Context: an optimization exercise on an open-source flow, tuned for small area. The choices shown serve that exercise and are no tape-out recipe.
The RTL was checked by simulation tests, not by an equivalence proof against the original design.
No activity file was given, so power comes from the tool's default toggle rates.

Design regfile_param, start of the top module:
module regfile_param #(
  parameter int DATA_W   = 64,
  parameter int ADDR_W   = 5,
  parameter int ZERO_REG = 31
) (
  input  logic              clk,
  input  logic              rst_n,
  input  logic              clr,
  input  logic [ADDR_W-1:0] Rn,
  input  logic [ADDR_W-1:0] Rm,
  input  logic [ADDR_W-1:0] Rd,
  input  logic              RegWr,
  input  logic [DATA_W-1:0] data,
  output logic [DATA_W-1:0] out1,
  output logic [DATA_W-1:0] out2,
  output logic              ready
);
  localparam int              NENT = 2**ADDR_W - 1;    
  localparam logic [ADDR_W-1:0] ZR = ADDR_W'(ZERO_REG);
  logic              run_q;      
  logic [ADDR_W-1:0] cnt_q;      
  logic              ph_q;       
  always_ff @(posedge clk or negedge rst_n) begin
    if (!rst_n) begin
      run_q <= 1'b0;
      cnt_q <= '0;
      ph_q  <= 1'b0;
    end else begin
      ph_q <= ~ph_q;
      if (run_q) begin
        if (clr) run_q <= 1'b0;
      end else begin
        cnt_q <= cnt_q + 1'b1;
        if (cnt_q == '1) run_q <= 1'b1;
      end
    end
  end
  assign ready = run_q;
  logic wr_fire;
  assign wr_fire = run_q && RegWr && !clr && (Rd != ZR);
  logic              wen;
  logic [ADDR_W-1:0] waddr;
  assign wen   = wr_fire | ~run_q;
  assign waddr = run_q ? Rd : cnt_q;
  logic [NENT-1:0] wsel, we, we_n;
  always_comb begin
    for (int i = 0; i < NENT; i++)
      wsel[i] = wen && (waddr == ADDR_W'(i));
  end
  for (genvar i = 0; i < NENT; i++) begin : g_we
    regfile_param_inv u_we_n (.a(wsel[i]), .y(we_n[i]));
    regfile_param_inv u_we   (.a(we_n[i]), .y(we[i]));
  end
  logic              run_n, ph_n, run_b, ph_b;
  logic [DATA_W-1:0] wl, wl_n;
  assign run_n = ~run_q;
  assign ph_n  = ~ph_q;
  regfile_param_inv u_run_b (.a(run_n), .y(run_b));
  regfile_param_inv u_ph_b  (.a(ph_n),  .y(ph_b));
  ...
==> flow/config.mk <==
export PLATFORM = sky130hd
export DESIGN_NAME = regfile_param
export DESIGN_NICKNAME = regfile_param
export VERILOG_FILES = /design/flow/design.v
export SDC_FILE = /design/flow/constraint.sdc
export NUM_CORES = 4
export LEC_CHECK = 0
export CAP_MARGIN = 20
export CORE_AREA = 4.6 5.44 508.76 369.92
export CTS_BUF_LIST = sky130_fd_sc_hd__clkbuf_16
export CTS_CLUSTER_DIAMETER = 60
export CTS_CLUSTER_SIZE = 30
export DIE_AREA = 0 0 513.36 375.36
export GPL_TIMING_DRIVEN = 0
export SETUP_SLACK_MARGIN = 0.1
export SLEW_MARGIN = 20
export SYNTH_HIERARCHICAL = 1
==> flow/constraint.sdc <==
create_clock -name core_clock -period 8.0 [get_ports {clk}]
set_input_delay 1.6000 -clock core_clock [delete_from_list [all_inputs] [get_ports {clk}]]
set_output_delay 1.6000 -clock core_clock [all_outputs]
set_load 0.01 [all_outputs]
standard.sh (not shown) runs the stock make flow with config.mk's settings and CLKGATE_MAP_FILE= SYNTH_SCRIPT=/design/flow/synth_recipe.tcl, a recipe that flattens the netlist after the stock synthesis.
==> flow/flow/run.sh <==
#!/bin/bash
# Own flow: the standard layout, except that the global placement step (3_3)
# is replaced by a structured placement of the register array (place.tcl).
set -euo pipefail
WORK=$PWD
RES=$WORK/orfs/results/$FLOW_PLATFORM/regfile_param/base
PDIR=$FLOW_HOME/platforms/$FLOW_PLATFORM

bash standard.sh synth floorplan 3_2_place_iop > log_1_synth_to_iop.txt 2>&1

LIB_FILE=$PDIR/lib/sky130_fd_sc_hd__tt_025C_1v80.lib PLATFORM_DIR=$PDIR \
  ODB_IN=$RES/3_2_place_iop.odb SDC_IN=$RES/2_floorplan.sdc ODB_OUT=$RES/3_3_place_gp.odb \
  PORT_BUF=sky130_fd_sc_hd__buf_1 IO_PLACER_H=met3 IO_PLACER_V=met2 TILE_W=32 BAND_H=8 ROW0=4 X0=12 SPINE=48 EARLY_SETUP_MARGIN=1.0 MISC_DENSITY=0.7 \
  openroad -no_init -exit flow/place.tcl > log_2_place.txt 2>&1

bash standard.sh finish > log_3_finish.txt 2>&1
Other scripts of this flow, unchanged in this note and not shown: flow/flow/place.tcl
Rerun with:
- CTS_CLUSTER_DIAMETER: 60 -> 80
- CTS_CLUSTER_SIZE: 30 -> 25
=> Die area is unchanged. Area after synthesis stays the same. Global-route usage came out lower by 0.24 points. Design area decreases by about 2.6%. Count of clock-buffer cells in the layout came out lower by 51. Synthesized cell count stays the same. Maximum frequency drops by 1.7%. Power decreases by about 6%.

what the ideal ports hide:
The results above use ideal ports. As a check the final layouts listed here were re-extracted and re-timed, cells and wires unchanged. Step 1, drivers: a clkbuf_16 drives clk and a buf_2 each remaining input, both assumed. Step 2 adds t to the input delays and takes it off the output delays; t is the mean of the earliest and latest rising clock arrival at the registers after step 1. Input paths then give back, and output paths get back, about the clock's delay inside the block. Slacks: ideal ports / drivers / drivers and shift; pairs: ideal ports / drivers.
run | t, ns | slack for setup (ns) | latest minus earliest clock arrival (ns) | worst slew at a driven data input, ns
the first run | 0.839 | 0.601 / 0.542 / 0.623 | 0.041 / 0.041 | 0.09
the second run | 0.814 | 0.471 / 0.402 / 0.402 | 0.031 / 0.031 | 0.08
After both steps setup and hold are still met in every run listed. The setup slack of the second run, which loses most, moves by -0.069 ns with the drivers and by -0.069 ns with both steps.
